This design comes from an exercise in tuning for small area on the open sky130 flow, not from production work.
Function was checked by simulation only, so behaviour that the tests miss may differ from the original.
No activity file was given, so power comes from the tool's default toggle rates.

==> flow/design.v <==
package mbd_pkg;
  localparam int CHANNELS_DEF = 8;
  localparam int FIELD_W      = 8;
  localparam int DELAY_W      = 16;
  localparam int EN_W         = 8;
  localparam int CNT_W        = 17;
  localparam int DATA_W       = 32;
  localparam int ADDR_W       = 3;
  localparam logic [DELAY_W-1:0] DELAY_RST = 16'd50;
  localparam logic [CNT_W-1:0]   CNT_MAX   = {CNT_W{1'b1}};
  localparam logic REG_DELAY  = 1'b0;
  localparam logic REG_ENABLE = 1'b1;
  typedef struct packed {
    logic stable;
    logic prev;
    logic press;
    logic rel;
  } lane_t;
endpackage
module mbd_cfg (
  input  logic                        clk,
  input  logic                        rst_n,
  input  logic                        psel,
  input  logic                        penable,
  input  logic                        pwrite,
  input  logic [mbd_pkg::ADDR_W-1:0]  paddr,
  input  logic [mbd_pkg::DATA_W-1:0]  pwdata,
  output logic [mbd_pkg::DATA_W-1:0]  prdata,
  output logic                        pready,
  output logic [mbd_pkg::DELAY_W-1:0] delay,
  output logic [mbd_pkg::EN_W-1:0]    enable
);
  logic [mbd_pkg::DELAY_W-1:0] delay_r;
  logic [mbd_pkg::EN_W-1:0]    enable_r;
  logic                        wr;
  logic                        sel;
  assign wr     = psel & penable & pwrite;
  assign sel    = paddr[mbd_pkg::ADDR_W-1];
  assign pready = 1'b1;
  assign delay  = delay_r;
  assign enable = enable_r;
  always_ff @(posedge clk) begin
    if (!rst_n) begin
      delay_r  <= mbd_pkg::DELAY_RST;
      enable_r <= '0;
    end else if (wr) begin
      case (sel)
        mbd_pkg::REG_DELAY:  delay_r  <= pwdata[mbd_pkg::DELAY_W-1:0];
        mbd_pkg::REG_ENABLE: enable_r <= pwdata[mbd_pkg::EN_W-1:0];
        default: ;
      endcase
    end
  end
  always_comb begin
    case (sel)
      mbd_pkg::REG_DELAY:
        prdata = {{(mbd_pkg::DATA_W-mbd_pkg::DELAY_W){1'b0}}, delay_r};
      mbd_pkg::REG_ENABLE:
        prdata = {{(mbd_pkg::DATA_W-mbd_pkg::EN_W){1'b0}}, enable_r};
      default:
        prdata = '0;
    endcase
  end
endmodule
module mbd_lane (
  input  logic                        clk,
  input  logic                        rst_n,
  input  logic                        step,
  input  logic                        en,
  input  logic                        raw,
  input  logic                        clr_p,
  input  logic                        clr_r,
  input  logic [mbd_pkg::DELAY_W-1:0] delay,
  output mbd_pkg::lane_t              lane_nxt
);
  logic                      last_r, stable_r, press_r, rel_r;
  logic [mbd_pkg::CNT_W-1:0] cnt_r;
  logic [mbd_pkg::CNT_W-1:0] cnt_nxt;
  logic                      upd;
  always_comb begin
    if (raw != last_r) begin
      cnt_nxt = '0;
    end else if (cnt_r == mbd_pkg::CNT_MAX) begin
      cnt_nxt = cnt_r;
    end else begin
      cnt_nxt = cnt_r + 1'b1;
    end
    upd = (cnt_nxt > {1'b0, delay}) && (stable_r != raw);
    if (en) begin
      lane_nxt.stable = upd ? raw : stable_r;
      lane_nxt.prev   = raw;
      lane_nxt.press  = (press_r & ~clr_p) | (upd & raw);
      lane_nxt.rel    = (rel_r & ~clr_r) | (upd & ~raw);
    end else begin
      lane_nxt = '0;
    end
  end
  always_ff @(posedge clk) begin
    if (!rst_n) begin
      last_r   <= 1'b0;
      stable_r <= 1'b0;
      press_r  <= 1'b0;
      rel_r    <= 1'b0;
      cnt_r    <= '0;
    end else if (step) begin
      last_r   <= lane_nxt.prev;
      stable_r <= lane_nxt.stable;
      press_r  <= lane_nxt.press;
      rel_r    <= lane_nxt.rel;
      cnt_r    <= en ? cnt_nxt : '0;
    end
  end
endmodule
module multi_button_debouncer #(
  parameter int CHANNELS = mbd_pkg::CHANNELS_DEF
) (
  input  logic                        clk,
  input  logic                        rst_n,
  input  logic                        in_valid,
  output logic                        in_ready,
  input  logic [mbd_pkg::FIELD_W-1:0] in_raw_levels,
  input  logic [mbd_pkg::FIELD_W-1:0] in_clear_pressed,
  input  logic [mbd_pkg::FIELD_W-1:0] in_clear_released,
  output logic                        out_valid,
  input  logic                        out_ready,
  output logic [mbd_pkg::FIELD_W-1:0] out_stable_levels,
  output logic [mbd_pkg::FIELD_W-1:0] out_previous_raw,
  output logic [mbd_pkg::FIELD_W-1:0] out_pressed_flags,
  output logic [mbd_pkg::FIELD_W-1:0] out_released_flags,
  input  logic                        psel,
  input  logic                        penable,
  input  logic                        pwrite,
  input  logic [mbd_pkg::ADDR_W-1:0]  paddr,
  input  logic [mbd_pkg::DATA_W-1:0]  pwdata,
  output logic [mbd_pkg::DATA_W-1:0]  prdata,
  output logic                        pready
);
  localparam int FW = mbd_pkg::FIELD_W;
  logic [mbd_pkg::DELAY_W-1:0] delay;
  logic [mbd_pkg::EN_W-1:0]    enable;
  logic          in_valid_r;
  logic [FW-1:0] raw_r, clr_p_r, clr_r_r;
  logic          out_valid_r;
  logic [FW-1:0] stable_r, prev_r, press_r, rel_r;
  logic          adv;
  logic [FW-1:0]  stable_nxt, prev_nxt, press_nxt, rel_nxt;
  mbd_cfg u_cfg (
    .clk     (clk),
    .rst_n   (rst_n),
    .psel    (psel),
    .penable (penable),
    .pwrite  (pwrite),
    .paddr   (paddr),
    .pwdata  (pwdata),
    .prdata  (prdata),
    .pready  (pready),
    .delay   (delay),
    .enable  (enable)
  );
  assign adv      = in_valid_r & (~out_valid_r | out_ready);
  assign in_ready = ~in_valid_r | adv;
  always_ff @(posedge clk) begin
    if (!rst_n) begin
      in_valid_r <= 1'b0;
    end else if (in_ready) begin
      in_valid_r <= in_valid;
    end
  end
  always_ff @(posedge clk) begin
    if (in_valid && in_ready) begin
      raw_r   <= in_raw_levels;
      clr_p_r <= in_clear_pressed;
      clr_r_r <= in_clear_released;
    end
  end
  genvar i;
  generate
    for (i = 0; i < CHANNELS; i++) begin : g_lane
      logic en_i, raw_i, clr_p_i, clr_r_i;
      mbd_pkg::lane_t lane_nxt_i;
      if (i < FW) begin : g_io
        assign raw_i   = raw_r[i];
        assign clr_p_i = clr_p_r[i];
        assign clr_r_i = clr_r_r[i];
      end else begin : g_noio
        assign raw_i   = 1'b0;
        assign clr_p_i = 1'b0;
        assign clr_r_i = 1'b0;
      end
      if (i < mbd_pkg::EN_W) begin : g_en
        assign en_i = enable[i];
      end else begin : g_noen
        assign en_i = 1'b0;
      end
      mbd_lane u_lane (
        .clk      (clk),
        .rst_n    (rst_n),
        .step     (adv),
        .en       (en_i),
        .raw      (raw_i),
        .clr_p    (clr_p_i),
        .clr_r    (clr_r_i),
        .delay    (delay),
        .lane_nxt (lane_nxt_i)
      );
      if (i < FW) begin : g_pack
        assign stable_nxt[i] = lane_nxt_i.stable;
        assign prev_nxt[i]   = lane_nxt_i.prev;
        assign press_nxt[i]  = lane_nxt_i.press;
        assign rel_nxt[i]    = lane_nxt_i.rel;
      end
    end
    for (i = CHANNELS; i < FW; i++) begin : g_pad
      assign stable_nxt[i] = 1'b0;
      assign prev_nxt[i]   = 1'b0;
      assign press_nxt[i]  = 1'b0;
      assign rel_nxt[i]    = 1'b0;
    end
  endgenerate
  always_ff @(posedge clk) begin
    if (!rst_n) begin
      out_valid_r <= 1'b0;
    end else if (adv) begin
      out_valid_r <= 1'b1;
    end else if (out_ready) begin
      out_valid_r <= 1'b0;
    end
  end
  always_ff @(posedge clk) begin
    if (adv) begin
      stable_r <= stable_nxt;
      prev_r   <= prev_nxt;
      press_r  <= press_nxt;
      rel_r    <= rel_nxt;
    end
  end
  assign out_valid          = out_valid_r;
  assign out_stable_levels  = stable_r;
  assign out_previous_raw   = prev_r;
  assign out_pressed_flags  = press_r;
  assign out_released_flags = rel_r;
endmodule
==> flow/run.sh <==
#!/bin/bash
# synth_recipe.tcl (not shown) runs the flow's synth.tcl, then flattens the netlist and writes it again
# the make line also repeats each setting of config.mk as NAME=value (left out here)
make -C /OpenROAD-flow-scripts/flow DESIGN_CONFIG=/design/flow/config.mk WORK_HOME=/design/flow/orfs CLKGATE_MAP_FILE= SYNTH_SCRIPT=/design/flow/synth_recipe.tcl finish
==> flow/config.mk <==
export PLATFORM = sky130hd
export DESIGN_NAME = multi_button_debouncer
export DESIGN_NICKNAME = multi_button_debouncer
export VERILOG_FILES = /design/flow/design.v
export SDC_FILE = /design/flow/constraint.sdc
export NUM_CORES = 4
export LEC_CHECK = 0
export CAP_MARGIN = 20
export CORE_MARGIN = 2
export CORE_UTILIZATION = 40
export SLEW_MARGIN = 20
==> flow/constraint.sdc <==
create_clock -name core_clock -period 5.0 [get_ports {clk}]
set_input_delay 1.0000 -clock core_clock [delete_from_list [all_inputs] [get_ports {clk}]]
set_output_delay 1.0000 -clock core_clock [all_outputs]
set_load 0.01 [all_outputs]
==> results.yml <==
logic_synthesis:
  synth_seq_cells: 250
  syn_area_um2: 16400
  yosysUniqueCellTypes: 82
  synthArstFlopShare_pct: 0
  syn_inst: 2064
  yosys_warnings: 3
  synth_edf_count: 56
  postSynthAreaPerCell_um2: 7.96
  synth.yosys.seq_area_share_pct: 33.9
  ys.flop_type: "dfxtp_1"
pwr:
  leakage_uw: 0.00704
  peakVddDrop_mv: 0.219
  power.density_nw_per_um2: 254
status:
  status: "no timing/DRC/antenna violations"
setup_path:
  slowest_delay_ns: 0.60
  endpoint_kind: "flip-flop"
  cp.arrival_ns: 4.65
  worstSetupPathType: "reg -> reg"
  cp_max_fo: 9
  cp-startpoint: "g_lane[7].u_lane.cnt_r[6]"
  cpMostUsedCell: "nor2_1"
  cp_cell_sequence: "nand4_1, nor3_1, and2_1, nor2_1, nand2_1, xor2_1, nor2_1, ha_1, o21ai_0, nor2_1, a2111oi_0, o221ai_1, a21oi_1, mux2i_1, nor2_1"
  critPathLaunchType: "flip-flop"
  reg2reg_from: "g_lane[7].u_lane.cnt_r[6]"
  worstPathRequired_ns: 5.32
  slowest_stage: "a2111oi_0"
finish:
  final_nets: 2327
  area_delta_synth_final_pct: 15.0
  final_cell_mix: "nor2_1 (274), nand2_1 (267), dfxtp_1 (194)"
  n_antenna_cell: 0
  top_regs: "g_lane.u_lane.cnt_r x136, u_cfg.delay_r x16"
  drive_gt1_share_pct: 5.07
  final_common_cell: "nor2_1"
  top_register: "g_lane.u_lane.cnt_r"
  largest_register_ffs: 136
sta:
  skew_ns: 0.0122
  min_period_ns: 4.33
  drv_slew: 0
  finalCritPeriodShare_pct: 86.6
  max_freq_mhz: 231
  finalHoldViolCount: 0
  whs_ns: 0.455
  rsz0062_at_grt: "false"
  setup_viol: 0
  slew_headroom_pct: 24.1
  tightest_slew_ns: 1.14
  setup_tns_ns: 0
global_route:
  grt_pass1_wl_mm: 77.3
  antenna_found_initial: 1
  grt_max_degree: 98
  grt_use_total_pct: 22.9
  grt_pass1_vias: 14300
  gr-total-overflow: 0
clocking:
  numCtsBuffers: 30
  cts-root-buf: "clkbuf_16"
  clock_latency_ns: 0.58
  cts_tree: "built"
  cts.sinks: 250
  ctsHoldBuffers: 0
  post_cts_buffers: 0
  clockBufferDepth: 3
  clkTransAtPathRegs_ns: 0.06
  h-tree-depth: 1
  cts_resized: 0
placement:
  port_buffers: 97
  dp_hpwl_mm: 33.7
  routabilityCongestion: 0.888
floorplan:
  core_um2: 40600
  fp.dieH_um: 207
  die-area_um2: 42700
  fp.dieW_um: 207
  rows: 74
  initial_utilization_pct: 40.4
  io_pins: 133
route:
  route.detailed.drc: 0
  num_vias: 15400
  drt-initial-drc-count: 1344
  vias_per_cell: 5.74
  routed_wirelength_mm: 49.6
  dr.pass1.iters: 6
  ant_nets: 0
  post_drt_wl_per_cell_um: 18.5
min_path:
  holdCritPathClass: "reg -> reg"
  worstHoldStart: "u_cfg.delay_r[2]"
run:
  drv_cap: 0
-- cell usage after synthesis (8+ instances only) --
library cell,instances,share of area (%)
o21a_1,9,0.41
o21ai_1,42,1.3
nand2_1,267,6.1
inv_1,48,1.1
a21o_1,15,0.69
a21oi_1,146,4.4
nand2b_1,9,0.34
nand3_1,78,2.4
or3_1,17,0.65
buf_4,18,0.82
a22oi_1,25,1.1
nor2b_1,21,0.80
and4_1,22,1.2
a32o_1,10,0.61
and3_1,39,1.5
and2_1,23,0.88
o211ai_1,14,0.64
xnor2_1,63,3.4
mux2i_1,8,0.49
a22o_1,10,0.53
o21ai_0,112,3.4
or4_1,9,0.41
a211oi_1,14,0.64
o31ai_1,22,1.0
nand4_1,48,1.8
o22ai_1,8,0.30
nor3_1,34,1.0
buf_2,13,0.40
clkbuf_1,69,1.6
edfxtp_1,56,10
dfxtp_1,194,24
a31oi_1,31,1.2
ha_1,136,10
xor2_1,64,3.4
nor2_1,277,6.3
-- per-stage QoR --
| stage | std cells | worst slack (ns) | cell area, um2 | util [%] | power (uW) |
|---|---|---|---|---|---|
| 2_1_floorplan | 2079 | 1.51 | 16500 | - | 2330 |
| 3_3_place_gp | 2625 | 0.819 | 17800 | 43.9 | 2480 |
| 3_5_place_dp | 2625 | 0.783 | 17800 | 43.9 | 2490 |
| 4_1_cts | 2681 | 0.745 | 18900 | 46.5 | 4850 |
| 5_1_grt | 2681 | 0.360 | 18900 | 46.5 | 4960 |
| 6_report | 2681 | 0.670 | 18900 | 46.5 | 4800 |
-- critical path: cells and delay by family, from the launching register on --
kind,cells,cell delay (ns)
xor+xnor,1,0.14
simple gates,8,1.34
compound gates,4,1.56
mux,1,0.25
fa+ha+maj,1,0.28
flops,1,0.47
-- final cells by class --
cell class                 instances  area, um2
tap                              532        666
timing repair buffer             120       1150
fill                            4020      21800
clock buffer                      41        875
inverter                          50        191
sequential                       250       5570
clock inverter                    15        184
multi-input combinational       1673      10300
-- power by group --
group | switching [uW] | total [uW] | internal [uW]
Sequential | 22.5 | 2110 | 2090
Combinational | 219 | 333 | 114
Clock | 928 | 2350 | 1430
-- worst paths after layout --
path / slack (ns) / depth (start not counted) / to
max: 0.67 / 15 / stable_r[7]
min: 0.45 / 2 / u_cfg.delay_r[2]
max reg2reg: 0.67 / 15 / stable_r[7]
min reg2reg: 0.45 / 2 / u_cfg.delay_r[2]
-- cells by family (layout without fill, tap and decap cells) --
group / count (synthesis) / count (layout) / share of synthesized area (%)
other: 2 / 17 / 0.0457
AO/OA/AOI/OAI: 507 / 507 / 19.1
multiplexers: 10 / 10 / 0.625
adder cells (fa/ha/maj): 136 / 136 / 10.4
flip-flops: 250 / 250 / 33.9
buffers and inverters: 156 / 226 / 4.12
XOR/XNOR: 127 / 127 / 6.77
AND/OR/NAND/NOR: 876 / 876 / 25.1
-- routing by layer --
metal | vias to the layer above | track usage (%) | wire length [um] | part of all wire, %
met4 | 2 | 7.27 | 1670 | 3.4
met1 | 7267 | 31.0 | 22600 | 46
met5 | - | 0 | 12 | 0.024
met3 | 104 | 3.69 | 3410 | 6.9
met2 | 478 | 37.4 | 21900 | 44
li1 | 7538 | - | - | -

-- re-timing with driven ports --
The flow's constraints put no driver on any port. The routed layout listed below was extracted and timed again, unchanged, in two steps.
Step 1, drivers: a clkbuf_16 drives clk and a buf_2 each remaining input, both assumed.
Step 2 times the ports against the registers' clock, not the clock port: input delays grow and output delays shrink by t, the midpoint of the rising clock arrivals with the driver on.
Three values: no drivers, after step 1, after step 2; two values: the first two.
t (ns): 0.633
setup slack, ns: 0.670 / 0.670 / 0.670
clock arrival spread, ns: 0.012 / 0.013
pins driven straight from the clock port: 1
After both steps setup and hold are still met in this run. The setup slack of this run moves by 0.000 ns with the drivers and by 0.000 ns with both steps.
